Context: an optimization exercise on an open-source flow, tuned for small area, a short achievable clock period and few clock cycles per item. The choices shown serve that exercise and are no tape-out recipe.
For this run, only the layout was checked, not whether the RTL still works.
Power figures rest on the tool's default switching activity, not on a simulated workload.

<file path="flow/design.v">
package mspw_pkg;
  localparam int unsigned SENSORS     = 12;
  localparam int unsigned WIDTH_BITS  = 24;
  localparam int unsigned WINDOW_W    = 16;
  localparam int unsigned INC_W       = 8;
  localparam logic [WINDOW_W-1:0] WINDOW_RESET = 16'd1000;
  localparam logic [INC_W-1:0]    INC_RESET    = 8'd1;
endpackage
module mspw_ctrl (
  input  logic                                 clk_i,
  input  logic                                 rst_ni,
  input  logic                                 cfg_we_i,
  input  logic                                 cfg_index_i,
  input  logic [15:0]                          cfg_data_i,
  input  logic                                 in_valid_i,
  output logic                                 in_ready_o,
  output logic                                 out_valid_o,
  input  logic                                 out_ready_i,
  output logic [63:0]                          out_data_o,
  output logic                                 out_last_o,
  output logic                                 clr_o,
  output logic                                 accept_en_o,
  output logic [mspw_pkg::INC_W-1:0]           inc_o,
  output logic [mspw_pkg::SENSORS-1:0]         rsel_o,
  input  logic [mspw_pkg::WIDTH_BITS-1:0]      rdata_i
);
  localparam int unsigned W = mspw_pkg::WIDTH_BITS;
  localparam int unsigned N = mspw_pkg::SENSORS;
  localparam logic [2:0] E_IDLE = 3'd0;
  localparam logic [2:0] E_WAIT = 3'd1;   
  localparam logic [2:0] E_WT2  = 3'd5;
  localparam logic [2:0] E_SCAN = 3'd2;
  localparam logic [2:0] E_LOAD = 3'd3;   
  localparam logic [2:0] E_READ = 3'd4;
  logic [15:0] window_q;
  logic [7:0]  inc_q;
  always_ff @(posedge clk_i or negedge rst_ni) begin
    if (!rst_ni) begin
      window_q <= mspw_pkg::WINDOW_RESET;
      inc_q    <= mspw_pkg::INC_RESET;
    end else if (cfg_we_i) begin
      if (cfg_index_i) inc_q    <= cfg_data_i[7:0];
      else             window_q <= cfg_data_i;
    end
  end
  assign inc_o = inc_q;
  logic         init_q;      
  logic         ready_q;
  logic         go_q;        
  logic [2:0]   est_q;       
  logic [N-1:0] rsel_q;      
  logic         valid_q;
  logic         last_q;
  logic [16:0]  cntp_q;      
  logic [W-1:0] cur_q;
  logic [3:0]   cidx_q;
  logic         cv_q;        
  logic [W-1:0] best_q;
  logic [3:0]   bidx_q;
  logic [3:0]   act_q;
  logic accept, close, start, xfer, beat10, lastxfer, at_limit;
  assign accept   = in_valid_i & ready_q;
  mspw_cmp #(.W(17)) u_lim (.a_i(cntp_q), .b_i({1'b0, window_q}), .gt_o(), .ge_o(at_limit));
  assign close    = accept & at_limit;
  assign xfer     = valid_q & out_ready_i;
  assign beat10   = xfer & rsel_q[N-1] & (est_q == E_READ);    
  assign lastxfer = xfer & last_q;
  assign start    = (close | go_q) & ((est_q == E_IDLE) | lastxfer);
  assign clr_o    = init_q | beat10;
  assign accept_en_o = ready_q;
  assign rsel_o   = rsel_q;
  always_ff @(posedge clk_i or negedge rst_ni) begin
    if (!rst_ni) begin
      init_q  <= 1'b1;
      ready_q <= 1'b0;
      go_q    <= 1'b0;
      est_q   <= E_IDLE;
      rsel_q  <= N'(1);
      valid_q <= 1'b0;
      last_q  <= 1'b0;
    end else begin
      init_q <= 1'b0;
      if (init_q | beat10) ready_q <= 1'b1;
      else if (close)      ready_q <= 1'b0;
      go_q <= (close | go_q) & ~start;
      unique case (est_q)
        E_IDLE: begin
          if (start) est_q <= E_WAIT;
        end
        E_WAIT: begin
          est_q <= E_WT2;
        end
        E_WT2: begin
          est_q <= E_SCAN;
        end
        E_SCAN: begin
          rsel_q <= {rsel_q[N-2:0], rsel_q[N-1]};
          if (rsel_q[N-1]) est_q <= E_LOAD;
        end
        E_LOAD: begin
          rsel_q  <= {rsel_q[N-2:0], rsel_q[N-1]};
          valid_q <= 1'b1;
          last_q  <= 1'b0;
          est_q   <= E_READ;
        end
        E_READ: begin
          if (xfer) begin
            if (last_q) begin
              valid_q <= 1'b0;
              est_q   <= start ? E_WAIT : E_IDLE;
            end else begin
              rsel_q <= {rsel_q[N-2:0], rsel_q[N-1]};
              last_q <= rsel_q[N-1];
            end
          end
        end
        default: est_q <= E_IDLE;
      endcase
    end
  end
  logic [17:0] cpre;
  for (genvar k = 0; k <= 17; k++) begin : g_cpre
    if (k == 0) begin : g_z
      assign cpre[k] = 1'b1;
    end else begin : g_nz
      assign cpre[k] = &cntp_q[k-1:0];
    end
  end
  always_ff @(posedge clk_i) begin
    if (init_q | close) cntp_q <= 17'd1;
    else if (accept)    cntp_q <= cntp_q ^ cpre[16:0];
  end
  logic load, cur_gt;
  mspw_cmp #(.W(W)) u_best (.a_i(cur_q), .b_i(best_q), .gt_o(cur_gt), .ge_o());
  logic [3:0] ridx;
  assign load = (est_q == E_SCAN) | (est_q == E_LOAD) | ((est_q == E_READ) & xfer & ~last_q);
  always_comb begin
    ridx = '0;
    for (int i = 0; i < N; i++) if (rsel_q[i]) ridx = ridx | 4'(i);
  end
  always_ff @(posedge clk_i) begin
    if (load) begin
      cur_q  <= rdata_i;
      cidx_q <= ridx;
    end
    cv_q <= (est_q == E_SCAN);
    if (cv_q) begin
      if (cidx_q == 4'd0) begin
        best_q <= cur_q;
        bidx_q <= 4'd0;
        act_q  <= {3'd0, |cur_q};
      end else begin
        if (cur_gt) begin
          best_q <= cur_q;
          bidx_q <= cidx_q;
        end
        act_q <= act_q + {3'd0, |cur_q};
      end
    end
  end
  assign in_ready_o  = ready_q;
  assign out_valid_o = valid_q;
  assign out_last_o  = last_q;
  assign out_data_o  = {4'd0, bidx_q, best_q, act_q, cur_q, cidx_q};
endmodule
module mspw_cmp #(
  parameter int unsigned W = 24
) (
  input  logic [W-1:0] a_i,
  input  logic [W-1:0] b_i,
  output logic         gt_o,   
  output logic         ge_o    
);
  localparam int unsigned L = $clog2(W);
  localparam int unsigned P = 1 << L;
  logic [P-1:0] g [L+1];   
  logic [P-1:0] s [L+1];   
  for (genvar i = 0; i < P; i++) begin : g_leaf
    if (i < W) begin : g_bit
      assign g[0][i] = a_i[i] & ~b_i[i];
      assign s[0][i] = ~a_i[i] & b_i[i];
    end else begin : g_pad
      assign g[0][i] = 1'b0;
      assign s[0][i] = 1'b0;
    end
  end
  for (genvar l = 0; l < L; l++) begin : g_lvl
    for (genvar i = 0; i < (P >> (l + 1)); i++) begin : g_node
      assign g[l+1][i] = g[l][2*i+1] | (~s[l][2*i+1] & g[l][2*i]);
      assign s[l+1][i] = s[l][2*i+1] | (~g[l][2*i+1] & s[l][2*i]);
    end
    for (genvar i = (P >> (l + 1)); i < P; i++) begin : g_unused
      assign g[l+1][i] = 1'b0;
      assign s[l+1][i] = 1'b0;
    end
  end
  assign gt_o = g[L][0];
  assign ge_o = ~s[L][0];
endmodule
module mspw_datapath (
  input  logic                                 clk_i,
  input  logic                                 clr_i,      
  input  logic                                 accept_en_i,  
  input  logic                                 valid_i,      
  input  logic [mspw_pkg::SENSORS-1:0]         levels_i,   
  input  logic [mspw_pkg::INC_W-1:0]           inc_i,
  input  logic [mspw_pkg::SENSORS-1:0]         rsel_i,     
  output logic [mspw_pkg::WIDTH_BITS-1:0]      rdata_o     
);
  localparam int unsigned N  = mspw_pkg::SENSORS;
  localparam int unsigned HB = 16;
  localparam int unsigned RB = HB + 8 + 1;   
  logic [RB-1:0] rlane [N];
  logic [RB-1:0] rsel_bus;
  logic [7:0]    inc_r;
  assign inc_r = inc_i & {8{accept_en_i}};
  for (genvar g = 0; g < N; g++) begin : g_lane
    logic [7:0]    lo_q;
    logic [HB-1:0] hi_q;
    logic          c4_q, c8_q, sat_q;
    logic [7:0]    add;
    logic [4:0]    s0, s1;
    logic [HB:0]   pre;       
    assign add = inc_r & {8{valid_i & ~levels_i[g]}};
    assign s0  = {1'b0, lo_q[3:0]} + {1'b0, add[3:0]};
    assign s1  = {1'b0, lo_q[7:4]} + {1'b0, add[7:4]} + {4'd0, c4_q};
    for (genvar k = 0; k <= HB; k++) begin : g_pre
      if (k == 0) begin : g_z
        assign pre[k] = 1'b1;
      end else begin : g_nz
        assign pre[k] = &hi_q[k-1:0];
      end
    end
    always_ff @(posedge clk_i) begin
      if (clr_i) begin
        lo_q  <= '0;
        c4_q  <= 1'b0;
        c8_q  <= 1'b0;
        hi_q  <= '0;
        sat_q <= 1'b0;
      end else begin
        lo_q  <= {s1[3:0], s0[3:0]};
        c4_q  <= s0[4];
        c8_q  <= s1[4];
        hi_q  <= hi_q ^ (pre[HB-1:0] & {HB{c8_q}});
        sat_q <= sat_q | (c8_q & pre[HB]);
      end
    end
    assign rlane[g] = {sat_q, hi_q, lo_q};
  end
  always_comb begin
    rsel_bus = '0;
    for (int i = 0; i < N; i++) begin
      rsel_bus = rsel_bus | (rlane[i] & {RB{rsel_i[i]}});
    end
  end
  assign rdata_o = rsel_bus[RB-2:0] | {(RB-1){rsel_bus[RB-1]}};
endmodule
module multi_sensor_pulse_width_window_unit #(
  parameter int unsigned SENSOR_COUNT = 12,
  parameter int unsigned WIDTH_BITS   = 24
) (
  input  logic        clk_i,
  input  logic        rst_ni,
  input  logic        cfg_we_i,
  input  logic [0:0]  cfg_index_i,
  input  logic [15:0] cfg_data_i,
  input  logic        s_axis_tvalid,
  output logic        s_axis_tready,
  input  logic [15:0] s_axis_tdata,
  output logic        m_axis_tvalid,
  input  logic        m_axis_tready,
  output logic [63:0] m_axis_tdata,
  output logic        m_axis_tlast
);
  logic                                clr, accept_en;
  logic [mspw_pkg::INC_W-1:0]          inc;
  logic [mspw_pkg::SENSORS-1:0]        rsel;
  logic [mspw_pkg::WIDTH_BITS-1:0]     rdata;
  mspw_ctrl u_ctrl (
    .clk_i       (clk_i),
    .rst_ni      (rst_ni),
    .cfg_we_i    (cfg_we_i),
    .cfg_index_i (cfg_index_i[0]),
    .cfg_data_i  (cfg_data_i),
    .in_valid_i  (s_axis_tvalid),
    .in_ready_o  (s_axis_tready),
    .out_valid_o (m_axis_tvalid),
    .out_ready_i (m_axis_tready),
    .out_data_o  (m_axis_tdata),
    .out_last_o  (m_axis_tlast),
    .clr_o       (clr),
    .accept_en_o (accept_en),
    .inc_o       (inc),
    .rsel_o      (rsel),
    .rdata_i     (rdata)
  );
  mspw_datapath u_datapath (
    .clk_i    (clk_i),
    .clr_i    (clr),
    .accept_en_i (accept_en),
    .valid_i  (s_axis_tvalid),
    .levels_i (s_axis_tdata[mspw_pkg::SENSORS-1:0]),
    .inc_i    (inc),
    .rsel_i   (rsel),
    .rdata_o  (rdata)
  );
endmodule
</file>
<file path="flow/config.mk">
export PLATFORM = sky130hd
export DESIGN_NAME = multi_sensor_pulse_width_window_unit
export DESIGN_NICKNAME = multi_sensor_pulse_width_window_unit
export VERILOG_FILES = /design/flow/design.v
export SDC_FILE = /design/flow/constraint.sdc
export NUM_CORES = 4
export LEC_CHECK = 0
export CAP_MARGIN = 20
export CORE_MARGIN = 2
export CORE_UTILIZATION = 70
export CTS_CLUSTER_DIAMETER = 80
export CTS_CLUSTER_SIZE = 25
export SETUP_SLACK_MARGIN = 3.2
export SLEW_MARGIN = 20
</file>
<file path="flow/run.sh">
#!/bin/bash
# synth_recipe.tcl (not shown) runs the flow's synth.tcl, then flattens the netlist and writes it again
# the make line also repeats each setting of config.mk as NAME=value (left out here)
make -C /OpenROAD-flow-scripts/flow DESIGN_CONFIG=/design/flow/config.mk WORK_HOME=/design/flow/orfs CLKGATE_MAP_FILE= SYNTH_SCRIPT=/design/flow/synth_recipe.tcl finish
</file>
<file path="flow/constraint.sdc">
create_clock -name core_clock -period 5.5 [get_ports {clk_i}]
set_input_delay 1.1000 -clock core_clock [delete_from_list [all_inputs] [get_ports {clk_i}]]
set_output_delay 1.1000 -clock core_clock [all_outputs]
set_load 0.01 [all_outputs]
</file>
==> out/metrics.cfg <==
[status]
status = timing/DRC/antenna clean

[setup_path]
reg2reg_slack_ns = 2.94
cp-end-kind = flip-flop
cp.required_ns = 5.75
arrival_ns = 2.81
critPathMaxFanout = 7
cp-endpoint = u_ctrl.best_q[5]
rr_startpoint = u_ctrl.best_q[12]
path_class = flip-flop to flip-flop
critPathLaunch = u_ctrl.best_q[12]
critPathLaunchType = flip-flop
r2r-end = u_ctrl.best_q[5]
reg2reg_depth = 7

[flow_run]
cap_violations = 0

[synthesis]
synth_top_flop_cell = dfxtp_1
seq_area_frac_synth_pct = 45.3
yosysMostFrequentCell = nor2_1
synth_cell_type_count = 60
muxShareOfSynthArea_pct = 1.73
synth_compound_area_share_pct = 12.1
mappedNetlistArea_sq_um = 21500
synth_xor_area_share_pct = 8.22
syn_inst = 2267
synth_edf_count = 60
synth_top_family_by_area = simple AND/OR/NAND/NOR gates
yosys.area_share.simple_pct = 18.1
ys_seq_elements = 446
post-synth-top-area-cell = dfxtp_1
async_flop_share_pct = 9.87
synth_area_leaders = dfxtp_1 (32%), edfxtp_1 (8.4%), nor2_1 (6.0%)
synthTopCellsByCount = nor2_1 (347), dfxtp_1 (342), inv_1 (133)
synth.avg_cell_area_sq_um = 9.50
synth.top_cell.area_share_pct = 31.8
synth_warnings = 9
synth_adder_area_share_pct = 10.2

[cts]
clkTransAtPathRegs_ns = 0.10
cts.sinks = 446
cts-buffers-inserted = 22
cts_tree = yes
ctsHoldBuffers = 0
h-tree-depth = 1
cts_root_buf = clkbuf_16
clock_latency_ns = 0.56
clock_path_buffers = 3

[floorplan]
boundaryPins = 105
rows = 64
die-area_sq_um = 32200
initial_core_util_pct = 70.8
coreArea_sq_um = 30400
fp.dieH_microns = 179
die_w_microns = 179

[placement]
place_ws_ns = 1.97
dp_hpwl_microns = 38200
place.gp.congestion = 0.861
portBuffers = 96

[routing]
dr_total_vias = 18000
vias_per_cell = 6.37
drt_iter0_markers = 1520
wl_microns = 59600
antenna_left = 0
dr.pass1.iters = 6
drc = 0
wl_per_cell_microns = 21.1

[final_layout]
nets = 2590
drive_gt1_share_pct = 19.9
area_growth_pct = 16.3

[pwr]
p_leak_nw = 10.4
peakVddDrop_mv = 0.279
p_per_area_nw_per_um2 = 240

[timing]
finalSetupTns_ns = 0
finalCritPeriodShare_pct = 46.5
final-setup-viol-count = 0
final.min_clock_period_ns = 2.56
worst_pin_slew_ns = 1.03
hold_violations = 0
clock.fmax_mhz = 391
maxSlewViolCount = 0
finalClockSkew_ns = 0.0198
rsz0062_at_grt = true
worst_slack_ns = 2.94
relSlewSlack_pct = 30.4

[global_routing]
grt_pass1_vias = 17400
grt_max_degree = 50
gr-total-overflow = 0
grt_pass1_wl_microns = 92300
gr-usage-all-layers_pct = 36.8
grt_antenna_before_repair = 2

[hold_path]
hold_class = flip-flop to flip-flop
min_from = u_datapath.g_lane[1].sat_q
holdPathStages = 2

## flip-flops by register name (all words and copies together) (netlist names), 8 cells and up
signal,count
u_datapath.g_lane.sat_q,12
u_ctrl.rsel_q,12
u_datapath.g_lane.c4_q,12
u_ctrl.best_q,24
u_ctrl.cur_q,24
u_ctrl.cntp_q,17
u_datapath.g_lane.lo_q,96
u_ctrl.window_q,16
u_datapath.g_lane.c8_q,12
u_datapath.g_lane.hi_q,192
u_ctrl.inc_q,8
## worst min path at each step
stage	to	slack (ns)
floorplan	u_datapath.g_lane[1].sat_q	0.43
global placement	u_datapath.g_lane[1].sat_q	0.45
detailed placement	u_datapath.g_lane[4].sat_q	0.46
CTS	u_datapath.g_lane[1].sat_q	0.48
global route	u_datapath.g_lane[1].sat_q	0.50
finish	u_datapath.g_lane[1].sat_q	0.48
## per-stage QoR
step | util [%] | hold WS [ns] | cells | power [mW] | instance area (sq um)
after floorplan | - | 0.425 | 2271 | 3.95 | 22200
after global routing | 82.3 | 0.498 | 2823 | 6.19 | 25000
after CTS | 81.4 | 0.483 | 2790 | 5.98 | 24800
after detailed placement | 76.6 | 0.462 | 2669 | 4.12 | 23300
final | 82.3 | 0.484 | 2824 | 6.01 | 25000
after global placement | 76.6 | 0.445 | 2669 | 4.08 | 23300
## critical path, stage by stage (launching register included)
cell	delay [ns]
edfxtp_1	0.43
nand2b_4	0.16
maj3_2	0.31
maj3_2	0.30
maj3_2	0.31
o221ai_2	0.24
a22oi_2	0.23
nand3_4	0.28
## layout by cell type (no fill, tap or decap), types with 18 or more instances in the layout
master,n
a21o_1,37
a21oi_1,68
a21oi_2,21
a221oi_1,75
a22o_1,75
and2_1,38
and3_1,27
buf_2,38
buf_4,117
clkbuf_16,23
clkdlybuf4s50_1,18
dfrtp_1,33
dfxtp_1,340
edfxtp_1,60
fa_2,36
ha_1,88
inv_1,109
inv_2,22
mux2_2,33
nand2_1,106
nand3_1,70
nand4_1,36
nor2_1,311
nor2_4,22
nor2b_1,36
nor3_1,25
o21ai_0,34
or3_1,18
xnor2_1,86
xor2_1,115
## layout make-up
| cell class | instances | area, sq um |
|---|---|---|
| Multi-Input combinational cell | 1584 | 11700 |
| Sequential cell | 446 | 9770 |
| Fill cell | 1909 | 5390 |
| Timing Repair Buffer | 226 | 1830 |
| Clock buffer | 32 | 619 |
| Inverter | 133 | 519 |
| Tap cell | 396 | 495 |
| Clock inverter | 5 | 60.1 |
| Timing Repair inverter | 1 | 7.51 |
| Antenna cell | 1 | 2.50 |
## cells by family (layout without fill, tap and decap cells)
group,count (synthesis),count (layout)
AOI/OAI and AO/OA,364,367
xor gates and xnor gates,202,202
DFF,446,446
other,1,6
buffers and inverters,247,397
and+or+nand+nor,816,819
muxes,33,33
adders and majority gates,158,158
## what timing repair did
item / in CTS / in global routing
gates cloned: 9 / 0
buffers inserted: 75 / 33
pin swaps: 26 / 22
gates resized for setup: 277 / 63
setup endpoints to repair: 399 / 114
hold endpoints to repair: 0 / 0
## per-layer routing
layer / up-vias / track usage, % / part of all wire [%]
li1: 8121 / - / -
met1: 8892 / 50.0 / 41
met2: 853 / 61.3 / 48
met3: 129 / 5.21 / 8.4
met4: 0 / 11.3 / 2.7
met5: - / 0 / 0
## power by group
group	internal, mW	switching (mW)
logic	0.252	0.357
clock network	0.847	1.06
registers	3.41	0.0897
total	4.50	1.51

[what the ideal ports hide]
No port has a modelled driver above. Below, the same layout with a new extraction and two added sets of constraints.
Step 1, drivers: a clkbuf_16 drives clk_i and a buf_2 each remaining input, both assumed.
Step 2 times the ports against the registers' clock, not the clock port: input delays grow and output delays shrink by t, the midpoint of the rising clock arrivals with the driver on.
Three values: no drivers, after step 1, after step 2; two values: the first two.
t, ns: 0.601
setup WS [ns]: 2.942 / 2.942 / 2.658
clock arrival spread, ns: 0.021 / 0.021
worst register clock-pin slew, ns: 0.10 / 0.10
After both steps setup and hold are still met in this run. For this run, drivers alone change the setup slack by 0.000 ns; drivers and shift together by -0.284 ns.
